This design comes from an exercise in tuning for small area, a short achievable clock period and few clock cycles on the open sky130 flow, not from production work.
RTL that was checked went through simulation tests only; none was proved equivalent to the original.
The RTL of runs 1 and 2 was laid out without a check of its function.
Power and IR drop assume default switching activity.

==> flow/design.v <==
`timescale 1ns/100ps
package ahci_dma_pkg;
    typedef logic [31:0] addr_t;        
    typedef logic [63:0] qword_t;       
    typedef logic [31:0] dword_t;       
    typedef logic [4:0]  ct_index_t;    
    typedef logic [15:0] prd_count_t;   
    typedef logic [18:0] qw_count_t;    
    typedef logic [3:0]  burst_len_t;   
    typedef logic [3:0]  cache_t;       
    typedef logic [5:0]  axi_id_t;
    localparam burst_len_t CT_BURST_LEN  = 4'd15;    
    localparam burst_len_t PRD_BURST_LEN = 4'd1;     
    localparam burst_len_t MAX_BURST_LEN = 4'd15;
    localparam addr_t      PRDT_OFFSET   = 32'h80;
    localparam cache_t     CACHE_DEFAULT = 4'h3;
    localparam axi_id_t    ID_CT   = 6'd0;
    localparam axi_id_t    ID_PRD  = 6'd1;
    localparam axi_id_t    ID_DATA = 6'd2;
    localparam int         FIFO_QWORDS = 32;
    localparam int         PRD_IRQ_BIT = 31;         
    localparam int         PRD_DBC_MSB = 21;         
    typedef enum logic [2:0] {
        st_idle, st_ct, st_prd, st_data, st_drain
    } dma_state_t;
    typedef enum logic [1:0] {
        kind_ct, kind_prd, kind_data
    } req_kind_t;
endpackage
`timescale 1ns/100ps
module ahci_dma (
    input  logic       hclk,
    input  logic       hrst,
    input  logic       cmd_start,
    input  ahci_dma_pkg::addr_t      ctba,
    input  ahci_dma_pkg::prd_count_t prdtl,
    input  ahci_dma_pkg::ct_index_t  ct_addr,
    input  logic       ct_re,
    output ahci_dma_pkg::dword_t     ct_data,
    output logic       ct_busy,
    output logic       cmd_busy,
    output logic       cmd_done,
    output logic       prd_done,
    output logic       prd_irq,
    output ahci_dma_pkg::dword_t     sys_out,
    output logic       sys_dav,
    input  logic       sys_re,
    input  ahci_dma_pkg::cache_t     cache_wr_data,
    input  logic       cache_we,
    output ahci_dma_pkg::addr_t      araddr,
    output ahci_dma_pkg::burst_len_t arlen,
    output ahci_dma_pkg::axi_id_t    arid,
    output ahci_dma_pkg::cache_t     arcache,
    output logic [2:0] arsize,
    output logic [1:0] arburst,
    output logic       arvalid,
    input  logic       arready,
    input  ahci_dma_pkg::qword_t     rdata,
    input  logic       rvalid,
    input  logic       rlast,
    input  ahci_dma_pkg::axi_id_t    rid,
    output logic       rready
);
    logic rx, rx_ct, rx_prd, rx_dat;
    assign rx     = rvalid && rready;
    assign rx_ct  = rx && (rid[1:0] == 2'd0);
    assign rx_prd = rx && rid[0];
    assign rx_dat = rx && rid[1];
    logic [3:0] cfg;
    always_ff @(posedge hclk) begin
        if (hrst) begin
            cfg <= ahci_dma_pkg::CACHE_DEFAULT;
        end else if (cache_we) begin
            cfg <= cache_wr_data;
        end
    end
    assign arcache = cfg;
    logic [63:0] cr [4][4];
    logic [1:0]  cg [4];
    logic [3:0]  ct_cnt;                    
    logic [1:0]  ct_ph;                     
    logic [1:0]  ct_ph_nx, ct_e_nx;
    logic        ct_ok_nx;                  
    always_ff @(posedge hclk) begin
        for (int m = 0; m < 4; m++) begin
            cr[m][0] <= (rx_ct && ct_cnt[3:2] == 2'(m)) ? rdata : cr[m][3];
            cr[m][1] <= cr[m][0];
            cr[m][2] <= cr[m][1];
            cr[m][3] <= cr[m][2];
            cg[m]    <= (rx_ct && ct_cnt == {2'(m), 2'd0}) ? 2'd0 : cg[m] + 2'd1;
        end
    end
    assign ct_ph_nx = (rx_ct && ct_cnt[1:0] == 2'd0) ? 2'd0 : ct_ph + 2'd1;
    assign ct_e_nx  = ct_cnt[1:0] + {1'b0, rx_ct};
    assign ct_ok_nx = (ct_e_nx == 2'd0) || (ct_ph_nx == ct_e_nx - 2'd1);
    always_ff @(posedge hclk) begin
        ct_ph <= ct_ph_nx;
        if (hrst || cmd_start) begin
            ct_cnt <= 4'd0;
        end else if (rx_ct) begin
            ct_cnt <= ct_cnt + 4'd1;
        end
    end
    logic [31:0] rd_sel;
    logic [31:0] rd_or;
    always_comb begin
        rd_or = 32'd0;
        for (int m = 0; m < 4; m++) begin
            for (int i = 0; i < 4; i++) begin
                for (int h = 0; h < 2; h++) begin
                    rd_sel[8*m + 2*i + h] = (ct_addr[4:3] == 2'(m)) && (ct_addr[0] == 1'(h)) &&
                                            (ct_addr[2:1] == cg[m] - 2'(i));
                    rd_or = rd_or | ({32{rd_sel[8*m + 2*i + h]}} & cr[m][i][32*h +: 32]);
                end
            end
        end
    end
    always_ff @(posedge hclk) begin
        ct_data <= rd_or;
    end
    logic [28:0] ar_a;                      
    logic [1:0]  ar_id;
    logic [27:0] prd_ptr;                   
    logic [27:0] prd_nxt;
    logic [15:0] prds_left;                 
    logic        prds_nz;
    logic [14:0] bcnt;                      
    logic        bz;
    logic [3:0]  tail;                      
    logic        irq_cur;
    logic        o1, o2;                    
    logic        o1_nx, o2_nx;
    logic        fin;                       
    logic        st_ct, st_prd, st_pw, st_dat, st_dw;
    logic        inc, dec, fin_end;
    logic        nxt_prd;                   
    logic        adv;                       
    logic        pb0, pb1;                  
    assign araddr  = {ar_a, 3'b000};
    assign arid    = {4'd0, ar_id};
    assign arsize  = 3'd3;
    assign arburst = 2'b01;
    assign prd_nxt = prd_ptr + 28'd1;
    assign prds_nz = (prds_left != 16'd0);
    assign bz      = (bcnt == 15'd0);
    assign inc     = st_dat && arready;
    assign dec     = rx_dat && rlast;
    assign fin_end = dec && fin && !o2;
    assign o1_nx   = inc || (o1 && !(dec && !o2));
    assign o2_nx   = (inc && !dec && o1) || (o2 && (!dec || inc));
    assign nxt_prd = ((st_ct && arready) || (inc && bz)) && prds_nz;
    assign adv     = inc && !bz;
    assign pb0     = st_pw && rx_prd && !rlast;
    assign pb1     = st_pw && rx_prd && rlast;
    always_ff @(posedge hclk) begin
        if (hrst) begin
            arvalid   <= 1'b0;
            st_ct     <= 1'b0;
            st_prd    <= 1'b0;
            st_pw     <= 1'b0;
            st_dat    <= 1'b0;
            st_dw     <= 1'b0;
            o1        <= 1'b0;
            o2        <= 1'b0;
            fin       <= 1'b0;
            prds_left <= 16'd0;
        end else begin
            o1 <= o1_nx;
            o2 <= o2_nx;
            if (fin_end) begin
                fin <= 1'b0;
            end
            if (cmd_start) begin
                arvalid   <= 1'b1;
                st_ct     <= 1'b1;
                prds_left <= prdtl;
            end
            if (st_ct && arready) begin
                st_ct   <= 1'b0;
                st_prd  <= prds_nz;
                arvalid <= prds_nz;
            end
            if (st_prd && arready) begin
                st_prd  <= 1'b0;
                st_pw   <= 1'b1;
                arvalid <= 1'b0;
            end
            if (pb1) begin
                st_pw     <= 1'b0;
                st_dat    <= 1'b1;
                arvalid   <= 1'b1;
                prds_left <= prds_left - 16'd1;
            end
            if (inc && bz) begin
                fin     <= 1'b1;
                st_dat  <= 1'b0;
                st_prd  <= prds_nz;
                arvalid <= prds_nz;
            end
            if (adv && (o2 || (o1 && !dec))) begin
                st_dat  <= 1'b0;                
                st_dw   <= 1'b1;
                arvalid <= 1'b0;
            end
            if (st_dw && !o2) begin
                st_dw   <= 1'b0;
                st_dat  <= 1'b1;
                arvalid <= 1'b1;
            end
        end
    end
    always_ff @(posedge hclk) begin
        if (cmd_start) begin
            ar_a    <= {ctba[31:7], 4'd0};
            arlen   <= ahci_dma_pkg::CT_BURST_LEN;
            ar_id   <= 2'd0;
            prd_ptr <= {ctba[31:7], 3'b111};
        end
        if (nxt_prd) begin
            ar_a    <= {prd_nxt, 1'b0};
            arlen   <= ahci_dma_pkg::PRD_BURST_LEN;
            ar_id   <= 2'd1;
            prd_ptr <= prd_nxt;
        end
        if (adv) begin
            ar_a[28:4] <= ar_a[28:4] + 25'd1;
            bcnt       <= bcnt - 15'd1;
            arlen      <= (bcnt == 15'd1) ? tail : ahci_dma_pkg::MAX_BURST_LEN;
        end
        if (pb0) begin
            ar_a <= rdata[31:3];
        end
        if (pb1) begin
            bcnt    <= rdata[53:39];
            tail    <= rdata[38:35];
            irq_cur <= rdata[63];
            arlen   <= (rdata[53:39] != 15'd0) ? ahci_dma_pkg::MAX_BURST_LEN : rdata[38:35];
            ar_id   <= 2'd2;
        end
    end
    logic [63:0] fq_d [3];
    logic [2:0]  fq_t [3];                  
    logic [2:0]  wp, rp;                    
    logic [2:0]  cnt;                       
    logic        hi;                        
    logic        ld, deq, pop, up, dn, full_nx;
    logic [2:0]  o_t;
    logic [63:0] head_d;
    logic [2:0]  head_t;
    logic        done_nx;
    assign pop     = sys_dav && sys_re;
    assign ld      = !sys_dav || sys_re;
    assign deq     = ld && cnt[0] && hi;
    assign up      = rx_dat && !deq;
    assign dn      = deq && !rx_dat;
    assign full_nx = !deq && (cnt[2] || (cnt[1] && rx_dat));
    assign done_nx = (pop && o_t[2]) || (rx_ct && rlast && !prds_nz);
    always_comb begin
        head_d = 64'd0;
        head_t = 3'd0;
        for (int i = 0; i < 3; i++) begin
            head_d = head_d | ({64{rp[i]}} & fq_d[i]);
            head_t = head_t | ({3{rp[i]}} & fq_t[i]);
        end
    end
    always_ff @(posedge hclk) begin
        for (int i = 0; i < 3; i++) begin
            if (rx_dat && wp[i]) begin
                fq_d[i] <= rdata;
                fq_t[i] <= {fin_end && !prds_nz, fin_end && irq_cur, fin_end};
            end
        end
        if (ld && cnt[0]) begin
            sys_out <= hi ? head_d[63:32] : head_d[31:0];
            o_t     <= hi ? head_t : 3'd0;
        end
    end
    always_ff @(posedge hclk) begin
        if (hrst) begin
            wp       <= 3'b001;
            rp       <= 3'b001;
            cnt      <= 3'b000;
            hi       <= 1'b0;
            sys_dav  <= 1'b0;
            rready   <= 1'b1;
            ct_busy  <= 1'b0;
            cmd_busy <= 1'b0;
            cmd_done <= 1'b0;
            prd_done <= 1'b0;
            prd_irq  <= 1'b0;
        end else begin
            if (up) begin
                cnt <= {cnt[1:0], 1'b1};
            end else if (dn) begin
                cnt <= {1'b0, cnt[2:1]};
            end
            if (ct_busy && !(rx_ct && rlast)) begin
                rready <= ct_ok_nx;             
            end else begin
                rready <= !full_nx || !o1_nx;
            end
            if (rx_dat) begin
                wp <= {wp[1:0], wp[2]};
            end
            if (deq) begin
                rp <= {rp[1:0], rp[2]};
            end
            if (ld) begin
                sys_dav <= cnt[0];
                if (cnt[0]) begin
                    hi <= !hi;
                end
            end
            prd_done <= pop && o_t[0];
            prd_irq  <= pop && o_t[1];
            cmd_done <= done_nx;
            if (cmd_start) begin
                ct_busy  <= 1'b1;
                cmd_busy <= 1'b1;
            end else begin
                if (rx_ct && rlast) begin
                    ct_busy <= 1'b0;
                end
                if (done_nx) begin
                    cmd_busy <= 1'b0;
                end
            end
        end
    end
endmodule
==> flow/run.sh <==
#!/bin/bash
# synth_recipe.tcl (not shown) runs the flow's synth.tcl, then flattens the netlist and writes it again
# the make line also repeats each setting of config.mk as NAME=value (left out here)
make -C /OpenROAD-flow-scripts/flow DESIGN_CONFIG=/design/flow/config.mk WORK_HOME=/design/flow/orfs CLKGATE_MAP_FILE= SYNTH_SCRIPT=/design/flow/synth_recipe.tcl finish
==> flow/config.mk <==
export PLATFORM = sky130hd
export DESIGN_NAME = ahci_dma
export DESIGN_NICKNAME = ahci_dma
export VERILOG_FILES = /design/flow/design.v
export SDC_FILE = /design/flow/constraint.sdc
export NUM_CORES = 4
export LEC_CHECK = 0
export CAP_MARGIN = 20
export CORE_MARGIN = 2
export CORE_UTILIZATION = 40
export SETUP_SLACK_MARGIN = 3.5
export SLEW_MARGIN = 20
==> flow/constraint.sdc <==
create_clock -name core_clock -period 6.0 [get_ports {hclk}]
set_input_delay 1.2000 -clock core_clock [delete_from_list [all_inputs] [get_ports {hclk}]]
set_output_delay 1.2000 -clock core_clock [all_outputs]
set_load 0.01 [all_outputs]
==> impl_metrics.ini, run 1 <==
[detailed_routing]
wl_mm = 189.9
wl_per_cell_um = 29.56
dr.pass1.iters = 9
drt_first_iter_violations = 4632
vias = 37429
viasPerCell = 5.828
ant_nets = 0
drc = 0

[critical_path]
end_kind = flip-flop
cp.arrival_ns = 3.53
r2r_slack_ns = 3.20
reg2reg_from = bcnt[6]$_DFFE_PP_
start_kind = input port
cp-startpoint = ct_addr[1]
cp.required_ns = 6.64
path_max_fanout = 4
reg2reg_to = ar_a[16]$_DFFE_PP_
crit_type = input port to flip-flop
reg2reg_depth = 11
crit_path_end = ct_data[28]$_DFF_P_

[grt]
grt_pass1_vias = 35620
globalRouteTotalUtil_pct = 29.48
grt_max_degree = 65
antenna_found_initial = 8
grt_pass1_wl_mm = 257.2
overflow = 0

[logic_synthesis]
synth_ff_type = dfxtp_1
synth_cell_type_count = 77
ys_ff_latch = 1435
syn_avg_cell_area_um2 = 11.75
synthCells = 4069
synth_warnings = 5
synth_seq_area_share_pct = 66.69
syn_area_um2 = 47830
synth-edff-count = 317
async_flop_share_pct = 0

[finish]
drive_gt1_share_pct = 25.46
synthToLayoutAreaGrowth_pct = 32.93
utilization_pct = 53.70
nNetsFinal = 4848
fillers = 9798
mostFrequentLayoutCells = dfxtp_1, nand2_1, edfxtp_1
final_common_cell = dfxtp_1

[die]
die-area_um2 = 122400
die_h_um = 349.8
core_um2 = 118400
die-width_um = 349.8
rows = 126
start_util_pct = 40.40
ios = 259

[min_path]
hp-class = flip-flop to flip-flop
hp-start = cr[4][47]$_DFF_P_

[clocking]
htree_levels = 4
clock_sinks = 1435
clock_latency_ns = 0.79
root_buffer = clkbuf_16
cts_buffer_depth = 3
tritoncts = done
clk_pin_slew_ns = 0.06
numCtsBuffers = 146

[run]
drv_cap = 0

[timing]
timing.setup.tns_ns = 0
fin_skew_ns = 0.03373
tightest_slew_ns = 1.128
max_clock_freq_ghz = 0.3465
maxSlewHeadroom_pct = 24.58
fin_crit_ns = 2.886
finalHoldViolations = 0
timing.final.crit_share_pct = 48.11
rsz0062_at_grt = true
finalMaxSlewViolations = 0
setup_viol = 0

[pwr]
power.leakage_uw = 0.02467
peakVddDrop_v = 0.0003082
powerDensity_nw_per_um2 = 356.3

[placement]
numPortBuffers = 234
gp_congestion = 0.9165
dp_hpwl_mm = 110.9

[status]
status = complete, no violations
-- power by group --
| part | switching, uW | internal (uW) | leakage (uW) |
|---|---|---|---|
| registers | 357 | 10400 | 0.0120 |
| logic | 1570 | 1110 | 0.0102 |
| clock network | 4000 | 5220 | 0.00239 |
-- flip-flops by register name (all words and copies together) (netlist names), 15 cells and up --
register and cells:
ar_a 29, cr 1024, prd_ptr 28, bcnt 15, fq_d 192, sys_out 32, ct_data 32, prds_left 16
-- Yosys cell counts, types with 55 or more instances --
| master | count | area (um^2) |
|---|---|---|
| a21oi_1 | 135 | 675.7 |
| a221oi_1 | 90 | 788.3 |
| a222oi_1 | 82 | 820.8 |
| a22oi_1 | 89 | 668.1 |
| buf_2 | 55 | 275.3 |
| clkbuf_1 | 148 | 555.5 |
| dfxtp_1 | 1118 | 22380 |
| edfxtp_1 | 317 | 9519 |
| mux2_2 | 73 | 822.0 |
| mux2i_1 | 207 | 2072 |
| nand2_1 | 839 | 3149 |
| nand3_1 | 63 | 315.3 |
| nor2_1 | 147 | 551.8 |
| o21ai_0 | 55 | 275.3 |
| o22ai_1 | 86 | 538.0 |
-- routing by layer --
metal  wire length, um  GRT usage (%)  vias to the layer above
li1                  -              -                    16041
met1             73420          39.22                    18335
met2             82640          44.72                     2440
met3             21500          6.480                      609
met4             12260          16.02                        4
met5                32              0                        -
-- cell type report --
type	count	area [um^2]	area share [%]
multi-input combinational	2405	17320	27.23
tap	1600	2002	3.148
clock inverter	60	742.0	1.167
inverter	18	85.08	0.1338
timing repair buffer	694	7276	11.44
clock buffer	206	4165	6.551
sequential	1435	31980	50.30
antenna	2	5.005	0.007871
timing repair inverter	2	12.51	0.01968
-- logic make-up after synthesis --
group / after synthesis / synth area share (%)
flops: 1435 / 66.69
simple gates: 1288 / 11.63
compound gates: 702 / 10.80
mux: 284 / 6.239
buf+inv: 253 / 2.257
xor+xnor: 95 / 2.106
fa+ha+maj: 10 / 0.2616
other cells: 2 / 0.01570
-- worst min-delay path by stage --
| stage | end | slack (ns) | depth (start not counted) |
|---|---|---|---|
| finish | cr[5][47]$_DFF_P_ | 0.32 | 0 |
| global route | cr[15][11]$_DFF_P_ | 0.34 | 0 |
| CTS | cr[10][18]$_DFF_P_ | 0.32 | 0 |
| detailed placement | cr[13][15]$_DFF_P_ | 0.33 | 0 |
| global placement | cr[6][35]$_DFF_P_ | 0.33 | 0 |
| floorplan | cr[9][62]$_DFF_P_ | 0.32 | 0 |
-- critical path: stages --
cell and delay (ns):
buf_12 0.11, buf_12 0.13, buf_6 0.11, buf_12 0.12
xor2_4 0.18, buf_6 0.14, buf_6 0.13, nand3_4 0.08
nor2_4 0.07, buf_12 0.13, a222oi_1 0.41, nand4_1 0.20
or4_1 0.52
-- what timing repair did --
action                                  CTS  global route
pin swaps                               135           140
hold buffers                              0             0
cloned                                   34             6
resized for setup                       916           241
endpoints found under the setup margin  738           526
setup buffers                           210           102
-- per-stage QoR --
stage	area, um^2	hold WS, ns	power [uW]	worst slack (ns)	instances
6_report	63580	0.3222	22660	3.114	6422
2_1_floorplan	48620	0.3231	11880	2.973	4079
5_1_grt	63580	0.3367	23210	3.141	6421
3_5_place_dp	52800	0.3340	13030	1.149	5802
4_1_cts	61430	0.3247	22410	3.155	6312
3_3_place_gp	52780	0.3282	13020	1.184	5800
==> run 2: changes to the inputs <==
--- a/flow/design.v
+++ b/flow/design.v
@@ -82,7 +82,10 @@
     logic [1:0]  ct_ph_nx, ct_e_nx;
     logic        ct_ok_nx;                  
+    logic        ct_mode_nx;                
+    logic [1:0]  ct_grp_nx;
+    logic [3:0]  ctw;                       
     always_ff @(posedge hclk) begin
         for (int m = 0; m < 4; m++) begin
-            cr[m][0] <= (rx_ct && ct_cnt[3:2] == 2'(m)) ? rdata : cr[m][3];
+            cr[m][0] <= ctw[m] ? rdata : cr[m][3];
             cr[m][1] <= cr[m][0];
             cr[m][2] <= cr[m][1];
@@ -94,6 +97,17 @@
     assign ct_e_nx  = ct_cnt[1:0] + {1'b0, rx_ct};
     assign ct_ok_nx = (ct_e_nx == 2'd0) || (ct_ph_nx == ct_e_nx - 2'd1);
+    assign ct_grp_nx = ct_cnt[3:2] + {1'b0, rx_ct && ct_cnt[1:0] == 2'd3};
+    assign ct_mode_nx = ct_busy && !(rx_ct && rlast);
     always_ff @(posedge hclk) begin
         ct_ph <= ct_ph_nx;
+        for (int m = 0; m < 4; m++) begin
+            if (hrst) begin
+                ctw[m] <= 1'b0;
+            end else if (cmd_start) begin
+                ctw[m] <= (m == 0);
+            end else begin
+                ctw[m] <= ct_mode_nx && ct_ok_nx && (ct_grp_nx == 2'(m));
+            end
+        end
         if (hrst || cmd_start) begin
             ct_cnt <= 4'd0;
@@ -126,5 +140,5 @@
     logic        prds_nz;
     logic [14:0] bcnt;                      
-    logic        bz;
+    logic        bz, b1;                    
     logic [3:0]  tail;                      
     logic        irq_cur;
@@ -142,6 +156,4 @@
     assign arburst = 2'b01;
     assign prd_nxt = prd_ptr + 28'd1;
-    assign prds_nz = (prds_left != 16'd0);
-    assign bz      = (bcnt == 15'd0);
     assign inc     = st_dat && arready;
     assign dec     = rx_dat && rlast;
@@ -165,4 +177,5 @@
             fin       <= 1'b0;
             prds_left <= 16'd0;
+            prds_nz   <= 1'b0;
         end else begin
             o1 <= o1_nx;
@@ -175,4 +188,5 @@
                 st_ct     <= 1'b1;
                 prds_left <= prdtl;
+                prds_nz   <= (prdtl != 16'd0);
             end
             if (st_ct && arready) begin
@@ -191,4 +205,5 @@
                 arvalid   <= 1'b1;
                 prds_left <= prds_left - 16'd1;
+                prds_nz   <= (prds_left != 16'd1);
             end
             if (inc && bz) begin
@@ -226,5 +241,7 @@
             ar_a[28:4] <= ar_a[28:4] + 25'd1;
             bcnt       <= bcnt - 15'd1;
-            arlen      <= (bcnt == 15'd1) ? tail : ahci_dma_pkg::MAX_BURST_LEN;
+            bz         <= b1;
+            b1         <= (bcnt == 15'd2);
+            arlen      <= b1 ? tail : ahci_dma_pkg::MAX_BURST_LEN;
         end
         if (pb0) begin
@@ -233,4 +250,6 @@
         if (pb1) begin
             bcnt    <= rdata[53:39];
+            bz      <= (rdata[53:39] == 15'd0);
+            b1      <= (rdata[53:39] == 15'd1);
             tail    <= rdata[38:35];
             irq_cur <= rdata[63];
@@ -249,4 +268,5 @@
     logic [2:0]  head_t;
     logic        done_nx;
+    logic [2:0]  fw;                        
     assign pop     = sys_dav && sys_re;
     assign ld      = !sys_dav || sys_re;
@@ -266,5 +286,5 @@
     always_ff @(posedge hclk) begin
         for (int i = 0; i < 3; i++) begin
-            if (rx_dat && wp[i]) begin
+            if (fw[i]) begin
                 fq_d[i] <= rdata;
                 fq_t[i] <= {fin_end && !prds_nz, fin_end && irq_cur, fin_end};
@@ -279,4 +299,5 @@
         if (hrst) begin
             wp       <= 3'b001;
+            fw       <= 3'b001;
             rp       <= 3'b001;
             cnt      <= 3'b000;
@@ -295,5 +316,5 @@
                 cnt <= {1'b0, cnt[2:1]};
             end
-            if (ct_busy && !(rx_ct && rlast)) begin
+            if (ct_mode_nx) begin
                 rready <= ct_ok_nx;             
             end else begin
@@ -303,4 +324,5 @@
                 wp <= {wp[1:0], wp[2]};
             end
+            fw <= full_nx ? 3'b000 : (rx_dat ? {wp[1:0], wp[2]} : wp);
             if (deq) begin
                 rp <= {rp[1:0], rp[2]};
==> run 2 against run 1 <==
Still clean. Via count decreased by 8.9%. Core utilization decreased by 3.3 points. Design area shrank 4.8%. Sequential power about the same. First-iteration DRC count fell by 20%. Synthesized cell count is 6.5% lower. Critical endpoint is now ctw[0]$_SDFF_PP0_.
==> impl_metrics.ini, run 2 <==
[logic_synthesis]
synthCells = 3806
synth_cell_type_count = 78
synth_largest_area_cell = dfxtp_1
synth_top_family_by_area = multiplexers
syn_area_um2 = 48520
synth_compound_area_share_pct = 10.25
ys_top_cells_by_area = dfxtp_1, edfxtp_1, mux2_2, mux2i_1, nand2_1
synth_ff_type = dfxtp_1
synthMuxAreaShare_pct = 10.82
synth_simple_gate_area_share_pct = 8.180
synth_common_cells = dfxtp_1, nand2_1, edfxtp_1
synth-edff-count = 319
synth_seq_area_share_pct = 66.20
synth_fa_ha_area_share_pct = 0.3095
ys_ff_latch = 1445
synthXorXnorAreaFrac_pct = 2.027
syn_avg_cell_area_um2 = 12.75
yosys.area.top_type_share_pct = 46.46
synth_warnings = 5
synth.most_common_cell = dfxtp_1
async_flop_share_pct = 0

[clocking]
clk_pin_slew_ns = 0.06
tritoncts = done
clock_sinks = 1445
htree_levels = 4
hold_buffers = 0
root_buffer = clkbuf_16
cts_buffer_depth = 3
numCtsBuffers = 147
clock_latency_ns = 0.77

[pwr]
combinationalPowerShare_pct = 10.8
peakVddDrop_v = 0.0003087
p_int_uw = 16840
powerDensity_nw_per_um2 = 372.6
p_sw_share_pct = 25.34
p_switching_uw = 5716
power_frac_clock_pct = 41.2
power.leakage_uw = 0.02279
seq_power_share_pct = 48.1

[timing]
tightest_slew_ns = 1.135
setup_viol = 0
fin_crit_ns = 2.880
max_clock_freq_ghz = 0.3472
finalMaxSlewViolations = 0
maxSlewHeadroom_pct = 24.09
timing.final.ws_setup_ns = 3.120
fin_skew_ns = 0.02958
finalHoldViolations = 0
timing.setup.tns_ns = 0
rsz0062_at_grt = true
timing.final.crit_share_pct = 48.00

[die]
ios = 259
die-width_um = 352.3
core_um2 = 120100
rows = 127
die-area_um2 = 124100
die_h_um = 352.3
start_util_pct = 40.39

[status]
status = complete, no violations

[detailed_routing]
ant_nets = 0
viasPerCell = 5.696
wl_per_cell_um = 28.35
drt_first_iter_violations = 3727
wl_mm = 169.8
vias = 34099
drc = 0
dr.pass1.iters = 8

[critical_path]
crit_type = input port to flip-flop
path_max_fanout = 3
cp.arrival_ns = 3.54
start_kind = input port
cp.required_ns = 6.66
end_kind = flip-flop

[finish]
top_register = cr
top_regs = cr (1024), fq_d (192)
synthToLayoutAreaGrowth_pct = 24.76
mostFrequentLayoutCells = dfxtp_1, nand2_1, edfxtp_1
multi_input_area_um2 = 16620
final_common_cell = dfxtp_1
seqCellArea_um2 = 32230
drive_gt1_share_pct = 25.55
nNetsFinal = 4394
fillers = 10427
largest_register_ffs = 1024
stdcell_count = 5987

[grt]
grt_pass1_wl_mm = 238.8
grt_max_degree = 70
globalRouteTotalUtil_pct = 26.44
overflow = 0
grt_pass1_vias = 33222
antenna_found_initial = 21

[placement]
dp_cells = 5531
numPortBuffers = 234
gp_congestion = 0.9063
dp_hpwl_mm = 107.6
dp_slack_ns = 1.244

[run]
drv_cap = 0

[min_path]
hp-class = flip-flop to flip-flop
## run 2: cell count changes after synthesis, moves of 24 or more
| cell | previous run | this run |
|---|---|---|
| a21oi_1 | 135 | 168 |
| nand2_1 | 839 | 362 |
| mux2_2 | 73 | 260 |
| a22oi_1 | 89 | 65 |
| mux2i_1 | 207 | 180 |
| o22ai_1 | 86 | 61 |
| a221oi_1 | 90 | 61 |
## run 2: what timing repair did
| item | in CTS | in global routing |
|---|---|---|
| gates resized for setup | 691 | 93 |
| setup endpoints to repair | 280 | 117 |
| pin swaps | 31 | 46 |
| gates cloned | 7 | 4 |
| setup buffers | 97 | 70 |
## run 2: power groups by stage
stage	Combinational (uW)	Clock [uW]	Sequential (uW)
2_1_floorplan	1130	0	10900
3_3_place_gp	2140	0	11000
3_5_place_dp	2130	0	11000
4_1_cts	2270	9370	10800
5_1_grt	2510	9750	10900
6_report	2430	9280	10800
## run 2: stage by stage
stage	utilization (%)	area [um^2]	power, uW	hold WS (ns)
5_1_grt	50.38	60520	23160	0.3418
2_1_floorplan	-	49390	12060	0.3231
3_5_place_dp	44.34	53270	13170	0.3306
4_1_cts	49.43	59380	22480	0.3311
6_report	50.39	60530	22560	0.3345
3_3_place_gp	44.33	53260	13170	0.3288
## run 2: layer usage
metal	share of wire [%]	vias up	GRT usage (%)	wire, um
met4	4.3	4	10.89	7343
met1	41	17019	35.37	70440
met2	45	1685	41.39	76040
li1	-	15034	-	-
met5	0.015	-	0	26
met3	9.4	357	5.940	15900
## run 2: logic make-up (layout without fill, tap and decap cells)
group	Yosys count	in the layout
DFF	1445	1445
and+or+nand+nor	849	852
AOI/OAI and AO/OA	696	696
muxes	463	463
buffers and inverters	243	792
xor gates and xnor gates	96	96
adders and majority gates	12	12
other	2	19
## run 2: critical path, cell delays in order
cell and delay, ns:
buf_6 0.10, nor4bb_4 0.33, buf_6 0.16, ha_4 0.15, xnor2_4 0.13, ha_4 0.22
xnor2_1 0.11, or3_1 0.32, a21oi_2 0.18, o31ai_4 0.12, or3_4 0.41, a21oi_2 0.11
## run 2: path summary, 6_finish.rpt
path,startpoint,endpoint,slack (ns),cells past startpoint
worst max-delay path,rid[1],ctw[0]$_SDFF_PP0_,3.12,12
worst min-delay path,cr[9][45]$_DFF_P_,cr[10][45]$_DFF_P_,0.33,0
worst max register to register,rready$_SDFF_PP1_,ctw[0]$_SDFF_PP0_,3.30,11
worst min register to register,cr[9][45]$_DFF_P_,cr[10][45]$_DFF_P_,0.33,0
## run 2: cell type report
class,instances,area share [%]
Sequential cell,1445,53.24
Antenna cell,7,0.02894
Clock buffer,222,7.269
Timing Repair Buffer,506,7.739
Clock inverter,49,0.8247
Tap cell,1612,3.332
Inverter,14,0.09301
Multi-Input combinational cell,2131,27.46
Timing Repair inverter,1,0.01240
==> run 3: changes to the inputs <==
--- a/flow/design.v
+++ b/flow/design.v
@@ -64,5 +64,5 @@
     logic rx, rx_ct, rx_prd, rx_dat;
     assign rx     = rvalid && rready;
-    assign rx_ct  = rx && (rid[1:0] == 2'd0);
+    assign rx_ct  = rx && ct_busy;
     assign rx_prd = rx && rid[0];
     assign rx_dat = rx && rid[1];
@@ -77,12 +77,12 @@
     assign arcache = cfg;
     logic [63:0] cr [4][4];
-    logic [1:0]  cg [4];
+    logic [1:0]  cg;
     logic [3:0]  ct_cnt;                    
-    logic [1:0]  ct_ph;                     
-    logic [1:0]  ct_ph_nx, ct_e_nx;
-    logic        ct_ok_nx;                  
-    logic        ct_mode_nx;                
-    logic [1:0]  ct_grp_nx;
+    logic [1:0]  ct_e;                      
+    logic        ok_no, ok_rx, mode_rx;
     logic [3:0]  ctw;                       
+    logic [3:0]  ctw_no, ctw_rx;
+    logic [1:0]  grp_rx;
+    logic        ct_rdy_nx;                 
     always_ff @(posedge hclk) begin
         for (int m = 0; m < 4; m++) begin
@@ -91,22 +91,26 @@
             cr[m][2] <= cr[m][1];
             cr[m][3] <= cr[m][2];
-            cg[m]    <= (rx_ct && ct_cnt == {2'(m), 2'd0}) ? 2'd0 : cg[m] + 2'd1;
         end
     end
-    assign ct_ph_nx = (rx_ct && ct_cnt[1:0] == 2'd0) ? 2'd0 : ct_ph + 2'd1;
-    assign ct_e_nx  = ct_cnt[1:0] + {1'b0, rx_ct};
-    assign ct_ok_nx = (ct_e_nx == 2'd0) || (ct_ph_nx == ct_e_nx - 2'd1);
-    assign ct_grp_nx = ct_cnt[3:2] + {1'b0, rx_ct && ct_cnt[1:0] == 2'd3};
-    assign ct_mode_nx = ct_busy && !(rx_ct && rlast);
-    always_ff @(posedge hclk) begin
-        ct_ph <= ct_ph_nx;
+    assign ct_e    = ct_cnt[1:0];
+    assign ok_no   = (ct_cnt == 4'd0) || (cg + 2'd2 == ct_e);
+    assign ok_rx   = (ct_cnt == 4'd0) || (cg + 2'd1 == ct_e);
+    assign mode_rx = (ct_cnt != 4'd15);
+    assign grp_rx  = ct_cnt[3:2] + {1'b0, ct_e == 2'd3};
+    always_comb begin
         for (int m = 0; m < 4; m++) begin
-            if (hrst) begin
-                ctw[m] <= 1'b0;
-            end else if (cmd_start) begin
-                ctw[m] <= (m == 0);
-            end else begin
-                ctw[m] <= ct_mode_nx && ct_ok_nx && (ct_grp_nx == 2'(m));
-            end
+            ctw_no[m] = ok_no && (ct_cnt[3:2] == 2'(m));
+            ctw_rx[m] = mode_rx && ok_rx && (grp_rx == 2'(m));
+        end
+    end
+    assign ct_rdy_nx = rx_ct ? (!mode_rx || ok_rx) : ok_no;
+    always_ff @(posedge hclk) begin
+        cg <= (rx_ct && ct_cnt == 4'd0) ? 2'd0 : cg + 2'd1;
+        if (hrst) begin
+            ctw <= 4'd0;
+        end else if (cmd_start) begin
+            ctw <= 4'd1;
+        end else begin
+            ctw <= ct_busy ? (rx_ct ? ctw_rx : ctw_no) : 4'd0;
         end
         if (hrst || cmd_start) begin
@@ -118,5 +122,9 @@
     logic [31:0] rd_sel;
     logic [31:0] rd_or;
+    logic [3:0]  rd_slot;
     always_comb begin
+        for (int i = 0; i < 4; i++) begin
+            rd_slot[i] = (ct_addr[2:1] == cg - 2'(i));
+        end
         rd_or = 32'd0;
         for (int m = 0; m < 4; m++) begin
@@ -124,5 +132,5 @@
                 for (int h = 0; h < 2; h++) begin
                     rd_sel[8*m + 2*i + h] = (ct_addr[4:3] == 2'(m)) && (ct_addr[0] == 1'(h)) &&
-                                            (ct_addr[2:1] == cg[m] - 2'(i));
+                                            rd_slot[i];
                     rd_or = rd_or | ({32{rd_sel[8*m + 2*i + h]}} & cr[m][i][32*h +: 32]);
                 end
@@ -316,6 +324,6 @@
                 cnt <= {1'b0, cnt[2:1]};
             end
-            if (ct_mode_nx) begin
-                rready <= ct_ok_nx;             
+            if (ct_busy) begin
+                rready <= ct_rdy_nx;            
             end else begin
                 rready <= !full_nx || !o1_nx;
--- a/flow/config.mk
+++ b/flow/config.mk
@@ -9,4 +9,6 @@
 export CORE_MARGIN = 2
 export CORE_UTILIZATION = 40
+export CTS_CLUSTER_DIAMETER = 100
+export CTS_CLUSTER_SIZE = 30
 export SETUP_SLACK_MARGIN = 3.5
 export SLEW_MARGIN = 20
==> run 3 against run 2 <==
Synthesized area is 0.33% higher. Worst setup slack better by 0.31 ns. Synthesized cell count is 2.0% lower. Total power is 21% lower. Clock skew is 0.0026 ns higher. Core utilization is 3.9 points lower. Via count is 5.0% lower. Design area is 7.6% lower. Die area is 0.32% higher. Non-clock buffer count is 75 lower. Register-to-register slack better by 0.18 ns. Flip-flop and latch count is 8 lower. Critical path type is now flip-flop to output port. Critical endpoint is now araddr[24]. Largest cell class unchanged. Highest routed layer unchanged.
==> impl_metrics.ini, run 3 <==
[status]
status = complete, no violations

[detailed_routing]
dr.pass1.iters = 7
met2RoutedLength_mm = 71.07
drt_first_iter_violations = 3598
route.met3.wl_mm = 12.94
drc = 0
highest_layer = met5
viasPerCell = 5.762
wl_per_cell_um = 27.60
vias = 32410
wl_mm = 155.2
ant_nets = 0
wl_met1_mm = 66.20

[clocking]
clock_latency_ns = 0.70
htree_levels = 2
hold_buffers = 0
tritoncts = done
clock_sinks = 1437
root_buffer = clkbuf_16
numCtsBuffers = 55
clk_pin_slew_ns = 0.12
cts_buffer_depth = 3

[placement]
dp_hpwl_mm = 94.97
placed_cell_area_um2 = 52900
gp_congestion = 0.8635
numPortBuffers = 234
dp_slack_ns = 1.409

[critical_path]
critical_path.cell_chain = buf_2
path_max_fanout = 2
crit_path_max_incr_delay_ns = 0.49
cp_top_family = flip-flops
crit_type = flip-flop to output port
reg2reg_to = ar_a[16]$_DFFE_PP_
path_depth = 1
cp-startpoint = ar_a[21]$_DFFE_PP_
crit_slowest_cell = edfxtp_1
end_kind = output port
path_buf_inv = 1
reg2reg_depth = 7
reg2reg_from = prd_ptr[5]$_DFFE_PP_
start_kind = flip-flop
cp.arrival_ns = 1.37
r2r_slack_ns = 3.48
crit_path_end = araddr[24]
cp.required_ns = 4.80

[logic_synthesis]
synth_seq_area_share_pct = 65.66
synth.most_common_cell = dfxtp_1
syn_area_um2 = 48680
ys_ff_latch = 1437
synth_largest_area_cell = dfxtp_1
synthCells = 3730
synth_cell_type_count = 74
synth_warnings = 4
synth-edff-count = 319
synth_ff_type = dfxtp_1
async_flop_share_pct = 0
yosys.area.top_type_share_pct = 45.98
syn_avg_cell_area_um2 = 13.05
synth_common_cells = dfxtp_1, mux2_2, edfxtp_1
ys_top_cells_by_area = dfxtp_1, edfxtp_1, mux2_2, mux2i_1, nand2_1

[timing]
rsz0062_at_grt = true
finalMaxSlewViolations = 0
setup_viol = 0
maxSlewHeadroom_pct = 25.98
timing.final.ws_setup_ns = 3.431
finalHoldViolations = 0
max_clock_freq_ghz = 0.3892
tightest_slew_ns = 1.107
fin_skew_ns = 0.03215
fin_crit_ns = 2.569
timing.setup.tns_ns = 0
timing.final.crit_share_pct = 42.82

[die]
rows = 127
start_util_pct = 40.47
die-width_um = 352.8
ios = 259
die-area_um2 = 124500
die_h_um = 352.8
core_um2 = 120300

[finish]
mostFrequentLayoutCells = dfxtp_1, mux2_2, edfxtp_1
utilization_pct = 46.51
fillers = 10874
drive_gt1_share_pct = 22.20
design_area_um2 = 55940
synthToLayoutAreaGrowth_pct = 14.92
top_register = cr
final_common_cell = dfxtp_1
largest_register_ffs = 1024
top_regs = cr (1024), fq_d (192)
nNetsFinal = 4132

[grt]
grt_pass1_wl_mm = 221.0
grt_max_degree = 70
grt_pass1_vias = 31887
globalRouteTotalUtil_pct = 23.93
overflow = 0
antenna_found_initial = 15

[pwr]
powerDensity_nw_per_um2 = 320.0
p_total_uw = 17900
peakVddDrop_v = 0.0002405
power.leakage_uw = 0.02075

[run]
drv_cap = 0

[min_path]
hp-class = flip-flop to flip-flop
==> run 3: what timing repair did <==
action / 4_1_cts / 5_1_grt
resized for setup: 606 / 52
pin swaps: 13 / 14
buffers inserted: 80 / 26
setup endpoints to repair: 310 / 127
gates cloned: 16 / 5
endpoints found under the hold margin: 0 / 0
==> run 3: final cells by class <==
type | instances | area (um^2) | area share, %
Sequential cell | 1437 | 32080 | 57.35
Antenna cell | 4 | 10.01 | 0.01789
Timing Repair Buffer | 431 | 4015 | 7.177
Multi-Input combinational cell | 2041 | 16130 | 28.83
Tap cell | 1612 | 2017 | 3.605
Clock buffer | 75 | 1514 | 2.706
Clock inverter | 5 | 81.33 | 0.1454
Timing Repair inverter | 1 | 7.507 | 0.01342
Inverter | 19 | 85.08 | 0.1521
==> run 3: layer usage <==
layer  GRT usage [%]  vias to the layer above
met5               0                        -
met4           7.376                        2
li1                -                    14429
met1           32.79                    16235
met3           4.310                      256
met2           38.49                     1488
==> run 3: kinds of logic (layout without fill, tap and decap cells) <==
family,count (synthesis),count (layout),synth area share [%]
other cells,2,16,0.01543
buf+inv,268,531,2.470
fa+ha+maj,10,10,0.2570
flops,1437,1437,65.66
mux,536,536,12.91
compound gates,766,766,11.33
xor+xnor,68,69,1.239
simple gates,643,648,6.125
==> run 3: how the worst min path moves through the flow <==
stage | start | to | slack [ns] | cells after the start
finish | cr[0][22]$_DFF_P_ | cr[1][22]$_DFF_P_ | 0.33 | 0
global route | cr[0][22]$_DFF_P_ | cr[1][22]$_DFF_P_ | 0.33 | 0
CTS | cr[6][56]$_DFF_P_ | cr[7][56]$_DFF_P_ | 0.33 | 0
detailed placement | cr[6][32]$_DFF_P_ | cr[7][32]$_DFF_P_ | 0.33 | 0
global placement | cr[6][44]$_DFF_P_ | cr[7][44]$_DFF_P_ | 0.33 | 0
floorplan | cr[2][30]$_DFF_P_ | cr[3][30]$_DFF_P_ | 0.32 | 0
==> run 3: report_power, final <==
group	internal, uW	switching [uW]	total [uW]
clock network	1800	2940	4750
logic	927	1430	2360
registers	10400	361	10800
total	13200	4740	17900
==> run 3: metrics by stage <==
stage / std cells / hold WS, ns
finish: 5625 / 0.3302
global route: 5621 / 0.3287
CTS: 5590 / 0.3345
detailed placement: 5414 / 0.3294
global placement: 5413 / 0.3267
floorplan: 3740 / 0.3231
Testbench counts of run 3, summed over its fixed seeds: cycles 56,609.
==> run 4: changes to the inputs <==
--- a/flow/config.mk
+++ b/flow/config.mk
@@ -9,6 +9,4 @@
 export CORE_MARGIN = 2
 export CORE_UTILIZATION = 40
-export CTS_CLUSTER_DIAMETER = 100
-export CTS_CLUSTER_SIZE = 30
 export SETUP_SLACK_MARGIN = 3.5
 export SLEW_MARGIN = 20
==> run 4 against run 3 <==
Global-route usage is 0.54 points higher. Hold slack better by 0.0086 ns. Final cell count is 3.0% higher. Total power is 26% higher. Combinational power hardly changed. Count of clock-buffer cells in the layout is 140 higher. Worst setup slack worse by 0.024 ns. First-iteration DRC count is 1.6% lower. Largest power group unchanged.
==> impl_metrics.ini, run 4 <==
[status]
status = complete, no violations

[logic_synthesis]
async_flop_share_pct = 0
ys_top_cells_by_area = dfxtp_1, edfxtp_1, mux2_2, mux2i_1, nand2_1
synth_warnings = 4
synth_common_cells = dfxtp_1, mux2_2, edfxtp_1
synth.most_common_cell = dfxtp_1
yosys.area.top_type_share_pct = 45.98
ys_ff_latch = 1437
synth-edff-count = 319
synth_ff_type = dfxtp_1
synthCells = 3730
synth_largest_area_cell = dfxtp_1
synth_cell_type_count = 74
synth_seq_area_share_pct = 65.66
syn_area_um2 = 48680
syn_avg_cell_area_um2 = 13.05

[clocking]
htree_levels = 4
clock_sinks = 1437
tritoncts = done
clk_pin_slew_ns = 0.06
numCtsBuffers = 145
hold_buffers = 0
root_buffer = clkbuf_16
clock_latency_ns = 0.76
cts_buffer_depth = 3

[pwr]
peakVddDrop_v = 0.0003013
powerDensity_nw_per_um2 = 379.5
power.leakage_uw = 0.02233
p_total_uw = 22470

[die]
ios = 259
start_util_pct = 40.47
core_um2 = 120300
die_h_um = 352.8
die-width_um = 352.8
rows = 127
die-area_um2 = 124500

[grt]
antenna_found_initial = 15
grt_max_degree = 70
globalRouteTotalUtil_pct = 24.47
grt_pass1_vias = 33139
overflow = 0
grt_pass1_wl_mm = 225.3

[timing]
finalMaxSlewViolations = 0
timing.setup.tns_ns = 0
finalHoldViolations = 0
tightest_slew_ns = 1.133
rsz0062_at_grt = true
maxSlewHeadroom_pct = 24.21
fin_skew_ns = 0.02663
fin_crit_ns = 2.593
setup_viol = 0
hold_ws_ns = 0.3388
timing.final.crit_share_pct = 43.22
max_clock_freq_ghz = 0.3856

[critical_path]
end_kind = output port
critical_path.cell_chain = buf_2
cp.required_ns = 4.80
crit_slowest_cell = edfxtp_1
start_kind = flip-flop
cp_top_family = flip-flops
crit_type = flip-flop to output port
path_max_fanout = 2
crit_path_max_incr_delay_ns = 0.47
cp.arrival_ns = 1.39
path_buf_inv = 1

[detailed_routing]
drt_first_iter_violations = 3542
ant_nets = 0
viasPerCell = 5.693
wl_per_cell_um = 27.19
dr.pass1.iters = 7
wl_mm = 157.6
vias = 32987
drc = 0

[finish]
seqCellArea_um2 = 32070
final_common_cell = dfxtp_1
design_area_um2 = 59210
multi_input_area_um2 = 16120
mostFrequentLayoutCells = dfxtp_1, mux2_2, edfxtp_1
top_regs = cr (1024), fq_d (192)
fillers = 10549
nNetsFinal = 4209
drive_gt1_share_pct = 24.67
top_register = cr
stdcell_count = 5794
synthToLayoutAreaGrowth_pct = 21.64
largest_register_ffs = 1024

[min_path]
hp-class = flip-flop to flip-flop

[placement]
placed_cell_area_um2 = 52900
gp_congestion = 0.8635
dp_cells = 5414
numPortBuffers = 234
dp_hpwl_mm = 94.97

[run]
drv_cap = 0
-- run 4: cell counts after synthesis --
Identical to the previous run, type by type.
-- run 4: layer usage --
| layer | GRT usage (%) | up-vias | wire length, um |
|---|---|---|---|
| met2 | 38.83 | 1506 | 71820 |
| met3 | 5.116 | 293 | 13370 |
| met4 | 8.983 | 2 | 5660 |
| met1 | 32.96 | 16489 | 66690 |
| met5 | 0 | - | 7 |
| li1 | - | 14697 | - |
-- run 4: final timing paths --
path	startpoint	to	slack, ns	cells past startpoint
max	ar_a[21]$_DFFE_PP_	araddr[24]	3.41	1
min	cr[12][32]$_DFF_P_	cr[13][32]$_DFF_P_	0.34	0
max reg2reg	bz$_DFFE_PP_	prd_ptr[16]$_DFFE_PP_	3.53	4
min reg2reg	cr[12][32]$_DFF_P_	cr[13][32]$_DFF_P_	0.34	0
-- run 4: kinds of logic after synthesis --
| logic type | count (synthesis) | share of synthesized area [%] |
|---|---|---|
| other cells | 2 | 0.01543 |
| compound gates | 766 | 11.33 |
| fa+ha+maj | 10 | 0.2570 |
| mux | 536 | 12.91 |
| simple gates | 643 | 6.125 |
| xor+xnor | 68 | 1.239 |
| buf+inv | 268 | 2.470 |
| flops | 1437 | 65.66 |
-- run 4: metrics by stage --
stage | setup WS (ns) | utilization [%]
after floorplan | 3.270 | -
after global placement | 1.424 | 43.96
after detailed placement | 1.409 | 43.98
after CTS | 3.370 | 48.82
after global routing | 3.372 | 49.22
final | 3.407 | 49.22
-- run 4: area by class of cell --
type	instances	area share (%)
diodes	2	0.008453
clock buffers	215	7.280
clock inverters	49	1.038
inverters	19	0.1437
multi-input cells	2040	27.22
flip-flops and latches	1437	54.17
well taps	1612	3.406
repair buffers	419	6.724
repair inverters	1	0.01268
-- run 4: repair_timing --
item | 4_1_cts | 5_1_grt
setup endpoints to repair | 308 | 131
gates resized for setup | 613 | 45
gates cloned | 15 | 5
setup buffers | 71 | 23
pin swaps | 11 | 8
-- run 4: power by group --
part	internal [uW]	switching, uW
clock network	5440	3850
logic	946	1430
registers	10400	366
==> run 5: changes to the inputs <==
--- a/flow/design.v
+++ b/flow/design.v
@@ -82,4 +82,5 @@
     logic        ok_no, ok_rx, mode_rx;
     logic [3:0]  ctw;                       
+    logic [3:0]  ctk;                       
     logic [3:0]  ctw_no, ctw_rx;
     logic [1:0]  grp_rx;
@@ -87,5 +88,5 @@
     always_ff @(posedge hclk) begin
         for (int m = 0; m < 4; m++) begin
-            cr[m][0] <= ctw[m] ? rdata : cr[m][3];
+            cr[m][0] <= ({64{ctw[m]}} & rdata) | ({64{ctk[m]}} & cr[m][3]);
             cr[m][1] <= cr[m][0];
             cr[m][2] <= cr[m][1];
@@ -109,8 +110,11 @@
         if (hrst) begin
             ctw <= 4'd0;
+            ctk <= 4'hf;
         end else if (cmd_start) begin
             ctw <= 4'd1;
+            ctk <= 4'he;
         end else begin
             ctw <= ct_busy ? (rx_ct ? ctw_rx : ctw_no) : 4'd0;
+            ctk <= ct_busy ? ~(rx_ct ? ctw_rx : ctw_no) : 4'hf;
         end
         if (hrst || cmd_start) begin
--- a/flow/config.mk
+++ b/flow/config.mk
@@ -9,4 +9,6 @@
 export CORE_MARGIN = 2
 export CORE_UTILIZATION = 40
+export CTS_CLUSTER_DIAMETER = 100
+export CTS_CLUSTER_SIZE = 30
 export SETUP_SLACK_MARGIN = 3.5
 export SLEW_MARGIN = 20
==> run 5 against run 4 <==
Clock power is 47% lower. Maximum frequency is 0.67% higher. Via count is 2.9% higher. First-iteration DRC count is 12% higher. Critical endpoint is now sys_out[2]. Largest cell class unchanged.
==> impl_metrics.ini, run 5 <==
[clocking]
clock_sinks = 1441
cts_buffer_depth = 3
htree_levels = 2
clock_latency_ns = 0.73
hold_buffers = 0
tritoncts = done
numCtsBuffers = 55
root_buffer = clkbuf_16
clk_pin_slew_ns = 0.11

[status]
status = complete, no violations

[detailed_routing]
drc = 0
dr.pass1.iters = 9
drt_first_iter_violations = 3951
wl_per_cell_um = 29.55
wl_mm = 166.9
ant_nets = 0
viasPerCell = 6.012
vias = 33950

[finish]
largest_register_ffs = 1024
nNetsFinal = 4153
drive_gt1_share_pct = 17.60
stdcell_count = 5647
synthToLayoutAreaGrowth_pct = 16.14
top_regs = cr (1024), fq_d (192)
utilization_pct = 46.76
final_common_cell = dfxtp_1
mostFrequentLayoutCells = dfxtp_1, edfxtp_1, a22o_1
top_register = cr

[timing]
timing.setup.tns_ns = 0
rsz0062_at_grt = true
timing.final.crit_share_pct = 42.94
finalMaxSlewViolations = 0
tightest_slew_ns = 1.048
fin_skew_ns = 0.04217
max_clock_freq_ghz = 0.3882
finalHoldViolations = 0
fin_crit_ns = 2.576
timing.final.ws_setup_ns = 3.424
maxSlewHeadroom_pct = 30.10
setup_viol = 0

[critical_path]
crit_slowest_cell = edfxtp_1
cp.required_ns = 4.80
path_max_fanout = 1
end_kind = output port
cp_top_family = flip-flops
path_buf_inv = 1
critical_path.cell_chain = buf_2
crit_type = flip-flop to output port
start_kind = flip-flop
cp.arrival_ns = 1.38
crit_path_max_incr_delay_ns = 0.48

[logic_synthesis]
synth_largest_area_cell = dfxtp_1
synth_ff_type = dfxtp_1
yosys.area.top_type_share_pct = 46.56
synth_seq_area_share_pct = 66.42
syn_area_um2 = 48240
synth_common_cells = dfxtp_1, edfxtp_1, a22o_1
async_flop_share_pct = 0
synth_warnings = 4
synth-edff-count = 319
synthCells = 3767
synth_cell_type_count = 83
syn_avg_cell_area_um2 = 12.81
ys_top_cells_by_area = dfxtp_1, edfxtp_1, a22o_1, mux2i_1, mux2_2
ys_ff_latch = 1441
synth.most_common_cell = dfxtp_1

[die]
die-area_um2 = 123400
ios = 259
die-width_um = 351.3
start_util_pct = 40.26
die_h_um = 351.3
rows = 127
core_um2 = 119800

[run]
drv_cap = 0

[grt]
grt_max_degree = 68
grt_pass1_wl_mm = 233.0
overflow = 0
globalRouteTotalUtil_pct = 25.90
antenna_found_initial = 11
grt_pass1_vias = 33057

[placement]
gp_congestion = 0.8919
dp_hpwl_mm = 100.2
dp_cells = 5420
dp_slack_ns = 1.637
numPortBuffers = 234

[pwr]
p_total_uw = 18350
powerDensity_nw_per_um2 = 327.5
power.leakage_uw = 0.02070
peakVddDrop_v = 0.0002289

[min_path]
hp-class = flip-flop to flip-flop
## run 5: path summary, 6_finish.rpt
kind                        startpoint                  to  slack, ns  cells after the start
setup / recovery  sys_out[2]$_DFFE_PP_          sys_out[2]       3.42                      1
hold reg to reg     cr[13][63]$_DFF_P_  cr[14][63]$_DFF_P_       0.33                      0
hold / removal      cr[13][63]$_DFF_P_  cr[14][63]$_DFF_P_       0.33                      0
setup reg to reg      cg[0]$_SDFF_PP0_  ct_data[2]$_DFF_P_       3.57                      6
## run 5: cells by family after synthesis
family / count (synthesis) / synth area share [%]
DFF: 1441 / 66.42
and+or+nand+nor: 615 / 5.930
buffers and inverters: 302 / 2.884
muxes: 260 / 6.293
xor gates and xnor gates: 66 / 1.229
AOI/OAI and AO/OA: 1071 / 16.97
adders and majority gates: 10 / 0.2594
other: 2 / 0.01557
## run 5: layout make-up
| cell class | count | area (um^2) |
|---|---|---|
| flip-flops and latches | 1441 | 32150 |
| multi-input cells | 2039 | 15710 |
| repair inverters | 1 | 7.507 |
| well taps | 1612 | 2017 |
| clock buffers | 70 | 1496 |
| fillers | 10848 | 63790 |
| clock inverters | 9 | 140.1 |
| repair buffers | 453 | 4413 |
| diodes | 6 | 15.01 |
| inverters | 16 | 73.82 |
## run 5: stage by stage
step,instance area (um^2),hold WS (ns)
finish,56020,0.3257
global route,56010,0.3437
CTS,55090,0.3363
detailed placement,52560,0.3318
global placement,52560,0.3272
floorplan,49090,0.3257
## run 5: report_power, final
part | switching (uW) | internal [uW]
sequential | 343 | 10400
combinational | 1640 | 1050
clock | 2990 | 1880
## run 5: layer usage
layer / wire (um) / GRT usage (%) / up-vias
met3: 16210 / 5.214 / 337
met4: 5734 / 7.928 / 2
li1: - / - / 14747
met2: 75080 / 40.88 / 1782
met5: 13 / 0 / -
met1: 69860 / 35.84 / 17082
## run 5: what timing repair did
action / CTS / global route
resized for setup: 611 / 81
pin swaps: 11 / 11
setup buffers: 65 / 53
cloned: 14 / 10
setup endpoints to repair: 253 / 116
Testbench counts of run 5, summed over its fixed seeds: cycles 56,609.
==> run 6: changes to the inputs <==
--- a/flow/config.mk
+++ b/flow/config.mk
@@ -8,6 +8,6 @@
 export CAP_MARGIN = 20
 export CORE_MARGIN = 2
-export CORE_UTILIZATION = 40
-export CTS_CLUSTER_DIAMETER = 100
+export CORE_UTILIZATION = 55
+export CTS_CLUSTER_DIAMETER = 80
 export CTS_CLUSTER_SIZE = 30
 export SETUP_SLACK_MARGIN = 3.5
==> run 6 against run 5 <==
Critical path depth grew 8. Synthesized cell count did not move. Hold slack improved by 0.010 ns. Non-clock buffer count is 8 lower. Clock skew decreased by 0.0085 ns. Sequential power about the same. Via count grew 2.2%. Design area down 0.69%. First-iteration DRC count shrank 4.5%. Worst setup slack better by 0.0042 ns. Maximum frequency increased by 0.16%. Final cell count fell by 8.2%.
==> impl_metrics.ini, run 6 <==
[detailed_routing]
dr.pass1.iters = 7
drt_first_iter_violations = 3774
ant_nets = 0
wl_mm = 163.3
vias = 34707
drc = 0
route.met3.wl_mm = 16.41
wl_per_cell_um = 31.51
viasPerCell = 6.696
wl_met1_mm = 64.52
highest_layer = met5
met2RoutedLength_mm = 73.73

[grt]
grt_pass1_vias = 34688
antenna_found_initial = 8
grt_pass1_wl_mm = 233.8
grt_max_degree = 68
overflow = 0
globalRouteTotalUtil_pct = 35.16

[clocking]
tritoncts = done
root_buffer = clkbuf_16
hold_buffers = 0
htree_levels = 2
numCtsBuffers = 57
clock_sinks = 1441
clk_pin_slew_ns = 0.11
cts_buffer_depth = 3
clock_latency_ns = 0.70

[finish]
stdcell_count = 5183
drive_gt1_share_pct = 16.82
top_regs = cr (1024), fq_d (192)
utilization_pct = 64.03
nNetsFinal = 4145
final_common_cell = dfxtp_1
fillers = 6588
mostFrequentLayoutCells = dfxtp_1, edfxtp_1, a22o_1
synthToLayoutAreaGrowth_pct = 15.34
largest_register_ffs = 1024
top_register = cr

[die]
die-area_um2 = 90090
start_util_pct = 55.52
ios = 259
rows = 108
core_um2 = 86890
die-width_um = 300.2
die_h_um = 300.2

[logic_synthesis]
syn_area_um2 = 48240
ys_top_cells_by_area = dfxtp_1, edfxtp_1, a22o_1, mux2i_1, mux2_2
synth_largest_area_cell = dfxtp_1
synth_ff_type = dfxtp_1
synth-edff-count = 319
async_flop_share_pct = 0
syn_avg_cell_area_um2 = 12.81
synth_warnings = 4
synth_seq_area_share_pct = 66.42
synth.most_common_cell = dfxtp_1
yosys.area.top_type_share_pct = 46.56
synthCells = 3767
ys_ff_latch = 1441
synth_cell_type_count = 83
synth_common_cells = dfxtp_1, edfxtp_1, a22o_1

[critical_path]
r2r_slack_ns = 3.52
crit_type = input port to flip-flop
path_max_fanout = 5
reg2reg_from = bz$_DFFE_PP_
cp.arrival_ns = 3.13
reg2reg_depth = 4
end_kind = flip-flop
start_kind = input port
cp.required_ns = 6.56
reg2reg_to = prd_ptr[24]$_DFFE_PP_

[timing]
tightest_slew_ns = 1.253
finalMaxSlewViolations = 0
fin_skew_ns = 0.03367
finalHoldViolations = 0
timing.final.ws_setup_ns = 3.428
timing.setup.tns_ns = 0
timing.final.crit_share_pct = 42.86
rsz0062_at_grt = true
maxSlewHeadroom_pct = 16.45
fin_crit_ns = 2.572
setup_viol = 0
max_clock_freq_ghz = 0.3888

[min_path]
holdPathEnd = cr[7][55]$_DFF_P_
whs_path_depth = 0
hp-start = cr[6][55]$_DFF_P_
hp-class = flip-flop to flip-flop

[placement]
dp_hpwl_mm = 93.96
numPortBuffers = 234
gp_congestion = 0.9169
dp_cells = 4966
dp_slack_ns = 1.519

[pwr]
power.leakage_uw = 0.02076
powerDensity_nw_per_um2 = 329.8
peakVddDrop_v = 0.0003091

[run]
drv_cap = 0

[status]
status = complete, no violations
## run 6: cell counts after synthesis
No cell type changed its count.
## run 6: what timing repair did
action	CTS	global route
buffers inserted	68	32
setup endpoints to repair	297	104
pin swaps	12	16
resized for setup	562	64
cloned	24	5
## run 6: worst max path at each step
stage | slack, ns | endpoint | depth (start not counted) | from
floorplan | 3.15 | ct_data[17]$_DFF_P_ | 8 | ct_addr[3]
global placement | 1.48 | ct_data[18]$_DFF_P_ | 7 | ct_addr[2]
detailed placement | 1.52 | ct_data[17]$_DFF_P_ | 7 | ct_addr[2]
CTS | 3.38 | ar_a[25]$_DFFE_PP_ | 7 | ar_a[8]$_DFFE_PP_
global route | 3.42 | araddr[16] | 1 | ar_a[13]$_DFFE_PP_
finish | 3.43 | ct_data[2]$_DFF_P_ | 9 | ct_addr[2]
## run 6: report_power, final
part | leakage, uW | total, uW | internal, uW | switching, uW
sequential | 0.0122 | 10800 | 10400 | 324
clock | 0.000842 | 4930 | 1940 | 2990
combinational | 0.00773 | 2660 | 1050 | 1610
## run 6: metrics by stage
stage / total power, uW / hold slack, ns / area [um^2]
2_1_floorplan: 12000 / 0.3257 / 49090
3_3_place_gp: 13180 / 0.3287 / 51980
3_5_place_dp: 13220 / 0.3320 / 51980
4_1_cts: 18230 / 0.3498 / 55090
5_1_grt: 18820 / 0.3507 / 55630
6_report: 18350 / 0.3357 / 55640
## run 6: cell type report
class	instances	area [um^2]	share of cell area, %
sequential	1441	32120	57.72
multi-input combinational	2037	15670	28.16
timing repair buffer	445	4577	8.226
clock buffer	70	1539	2.766
tap	1155	1445	2.597
clock inverter	14	193.9	0.3486
inverter	16	83.83	0.1507
antenna	4	10.01	0.01799
timing repair inverter	1	7.507	0.01349
## run 6: worst max-delay path, cell delays in order
cell     delay (ns)
buf_12         0.11
xor2_4         0.33
buf_6          0.17
buf_12         0.10
mux2i_1        0.22
o22ai_1        0.11
a22oi_1        0.23
o21ai_1        0.10
or4_1          0.56
## run 6: kinds of logic after synthesis
logic type               count (synthesis)  synth area share [%]
AND/OR/NAND/NOR                        615                 5.930
other                                    2               0.01557
adder cells (fa/ha/maj)                 10                0.2594
flip-flops                            1441                 66.42
AO/OA/AOI/OAI                         1071                 16.97
XOR/XNOR                                66                 1.229
buffers and inverters                  302                 2.884
multiplexers                           260                 6.293
## run 6: metal layers
| layer | global-route usage (%) | vias to the layer above |
|---|---|---|
| met5 | 0 | - |
| met4 | 16.07 | 2 |
| met3 | 6.236 | 490 |
| met2 | 55.71 | 2195 |
| met1 | 47.34 | 17282 |
| li1 | - | 14738 |
==> run 7: changes to the inputs <==
--- a/flow/config.mk
+++ b/flow/config.mk
@@ -8,7 +8,8 @@
 export CAP_MARGIN = 20
 export CORE_MARGIN = 2
-export CORE_UTILIZATION = 55
+export CORE_UTILIZATION = 40
 export CTS_CLUSTER_DIAMETER = 80
 export CTS_CLUSTER_SIZE = 30
+export PLACE_DENSITY = 0.8
 export SETUP_SLACK_MARGIN = 3.5
 export SLEW_MARGIN = 20
==> run 7 against run 6 <==
Still clean. Clock skew barely moved. First-iteration DRC count rose by 50%. Total power fell by 0.80%. Global-route usage fell by 10 points. Die area rose by 37%. Largest power group unchanged. Wire length fell by 0.93%. Hold slack got worse by 0.0033 ns.
==> impl_metrics.ini, run 7 <==
[logic_synthesis]
syn_avg_cell_area_um2 = 12.81
syn_area_um2 = 48240
synth.most_common_cell = dfxtp_1
synth_largest_area_cell = dfxtp_1
ys_top_cells_by_area = dfxtp_1, edfxtp_1, a22o_1, mux2i_1, mux2_2
synth_common_cells = dfxtp_1, edfxtp_1, a22o_1
ys_ff_latch = 1441
synth_ff_type = dfxtp_1
synth_cell_type_count = 83
synthCells = 3767
synth-edff-count = 319
async_flop_share_pct = 0
synth_seq_area_share_pct = 66.42
yosys.area.top_type_share_pct = 46.56
synth_warnings = 4

[timing]
max_clock_freq_ghz = 0.3802
finalMaxSlewViolations = 0
rsz0062_at_grt = true
finalHoldViolations = 0
timing.setup.tns_ns = 0
setup_viol = 0
fin_crit_ns = 2.630
timing.final.crit_share_pct = 43.83
fin_skew_ns = 0.03373
maxSlewHeadroom_pct = 14.35
hold_ws_ns = 0.3325
tightest_slew_ns = 1.285

[status]
status = complete, no violations

[grt]
overflow = 0
grt_pass1_vias = 34110
antenna_found_initial = 20
grt_pass1_wl_mm = 227.6
grt_max_degree = 68
globalRouteTotalUtil_pct = 24.91

[detailed_routing]
drc = 0
wl_per_cell_um = 28.86
viasPerCell = 6.258
ant_nets = 0
vias = 35091
wl_mm = 161.8
drt_first_iter_violations = 5668
dr.pass1.iters = 9

[clocking]
hold_buffers = 0
numCtsBuffers = 56
tritoncts = done
htree_levels = 2
clock_latency_ns = 0.72
cts_buffer_depth = 3
clock_sinks = 1441
root_buffer = clkbuf_16
clk_pin_slew_ns = 0.11

[placement]
numPortBuffers = 234
gp_congestion = 0.9256
dp_hpwl_mm = 95.36
placed_cell_area_um2 = 52440

[critical_path]
crit_path_max_incr_delay_ns = 0.64
path_max_fanout = 14
reg2reg_depth = 7
reg2reg_from = cg[0]$_SDFF_PP0_
crit_type = input port to flip-flop
cp.arrival_ns = 3.24
reg2reg_to = ct_data[0]$_DFF_P_
end_kind = flip-flop
crit_slowest_cell = nor2b_4
start_kind = input port
cp-startpoint = ct_addr[4]
cp.required_ns = 6.61
critical_path.cell_chain = buf_16 > nor2b_4 > buf_4 > a22oi_1 > a311oi_1 > a31oi_1 > o211ai_1
r2r_slack_ns = 3.50

[die]
die-width_um = 351.3
core_um2 = 119800
start_util_pct = 40.26
rows = 127
ios = 259
die-area_um2 = 123400
die_h_um = 351.3

[finish]
nNetsFinal = 4110
utilization_pct = 46.36
top_register = cr
drive_gt1_share_pct = 16.23
synthToLayoutAreaGrowth_pct = 15.16
mostFrequentLayoutCells = dfxtp_1, edfxtp_1, a22o_1
design_area_um2 = 55550
largest_register_ffs = 1024
final_common_cell = dfxtp_1
top_regs = cr (1024), fq_d (192)

[min_path]
hp-class = flip-flop to flip-flop
hp-start = cr[5][56]$_DFF_P_
holdPathEnd = cr[6][56]$_DFF_P_
whs_path_depth = 0

[pwr]
powerDensity_nw_per_um2 = 327.7
power.leakage_uw = 0.02045
peakVddDrop_v = 0.0002994
p_total_uw = 18200

[run]
drv_cap = 0
## run 7: cell types whose count changed in the layout (fill, tap and decap cells not counted), sizes merged
cell	delta
buf	-14
dlygate4sd2	+5
bufbuf	-7
diode	+4
and2	-2
bufinv	-1
nor2	+1
clkbuf	-3
clkdlybuf4s50	-7
inv	-2
clkdlybuf4s15	-7
clkinv	+1
clkinvlp	-1
## run 7: layer usage
layer / routed length (um) / global-route usage (%)
met2: 69940 / 37.79
met3: 25000 / 9.413
met4: 8774 / 12.09
met1: 57980 / 31.16
met5: 103 / 0.1177
## run 7: cell families (layout without fill, tap and decap cells)
| kind of cell | count (synthesis) | in the layout | synth area share, % |
|---|---|---|---|
| buffers and inverters | 302 | 510 | 2.884 |
| other | 2 | 20 | 0.01557 |
| multiplexers | 260 | 260 | 6.293 |
| flip-flops | 1441 | 1441 | 66.42 |
| XOR/XNOR | 66 | 66 | 1.229 |
| AND/OR/NAND/NOR | 615 | 617 | 5.930 |
| AO/OA/AOI/OAI | 1071 | 1071 | 16.97 |
| adder cells (fa/ha/maj) | 10 | 10 | 0.2594 |
## run 7: timing repair
| action | in CTS | in global routing |
|---|---|---|
| setup buffers | 59 | 21 |
| pin swaps | 8 | 5 |
| endpoints found under the hold margin | 0 | 0 |
| gates cloned | 16 | 7 |
| setup endpoints to repair | 257 | 160 |
| gates resized for setup | 587 | 56 |
## run 7: where the power goes
group / switching [uW] / internal [uW]
Sequential: 383 / 10400
Combinational: 1600 / 971
Clock: 2990 / 1820
## run 7: layout make-up
class	instances	area, um^2
Antenna cell	8	20.02
Clock buffer	70	1454
Clock inverter	11	180.2
Fill cell	10342	64260
Inverter	16	77.57
Multi-Input combinational cell	2036	15640
Sequential cell	1441	32130
Tap cell	1612	2017
Timing Repair Buffer	412	4029
Timing Repair inverter	1	7.507
## run 7: worst max path at each step
stage                           to  slack [ns]  cells past startpoint
4_1_cts                sys_out[13]        3.39                      1
6_report       ct_data[15]$_DFF_P_        3.37                      7
3_5_place_dp    ct_data[2]$_DFF_P_        1.46                      7
2_1_floorplan  ct_data[17]$_DFF_P_        3.15                      8
3_3_place_gp    ct_data[2]$_DFF_P_        1.49                      7
5_1_grt         ct_data[2]$_DFF_P_        3.39                      8
## run 7: through the flow
stage | instances | setup slack, ns
after floorplan | 3777 | 3.148
after global placement | 5415 | 1.486
after detailed placement | 5415 | 1.459
after CTS | 5571 | 3.390
after global routing | 5603 | 3.394
final | 5607 | 3.370
## run 7: worst max-delay path: cells and delay by family
kind,cells,cell delay (ns)
and+or+nand+nor,1,0.64
AOI/OAI and AO/OA,4,0.80
buffers and inverters,2,0.56

what the ideal ports hide:
In the flow no input, the clock included, has a driving cell. The finished layouts below were timed again as built, in two steps. Step 1: set_driving_cell puts a clkbuf_16 on hclk and a buf_2 on each other input, an assumption about the parent block. Step 2 times the ports against the registers' clock, not the clock port: input delays grow and output delays shrink by t, the midpoint of the rising clock arrivals with the driver on. Slacks: no drivers / after step 1 / after step 2; pairs: no drivers / after step 1.
run | t, ns | slack for setup (ns)
run 1 | 0.845 | 3.114 / 3.119 / 2.274
run 2 | 0.819 | 3.120 / 3.135 / 2.317
run 3 | 0.770 | 3.431 / 3.279 / 2.509
run 4 | 0.821 | 3.407 / 3.290 / 2.469
run 5 | 0.782 | 3.424 / 3.263 / 2.481
run 6 | 0.747 | 3.428 / 3.271 / 2.524
run 7 | 0.774 | 3.370 / 3.249 / 2.475
After both steps every run listed still meets setup and hold.
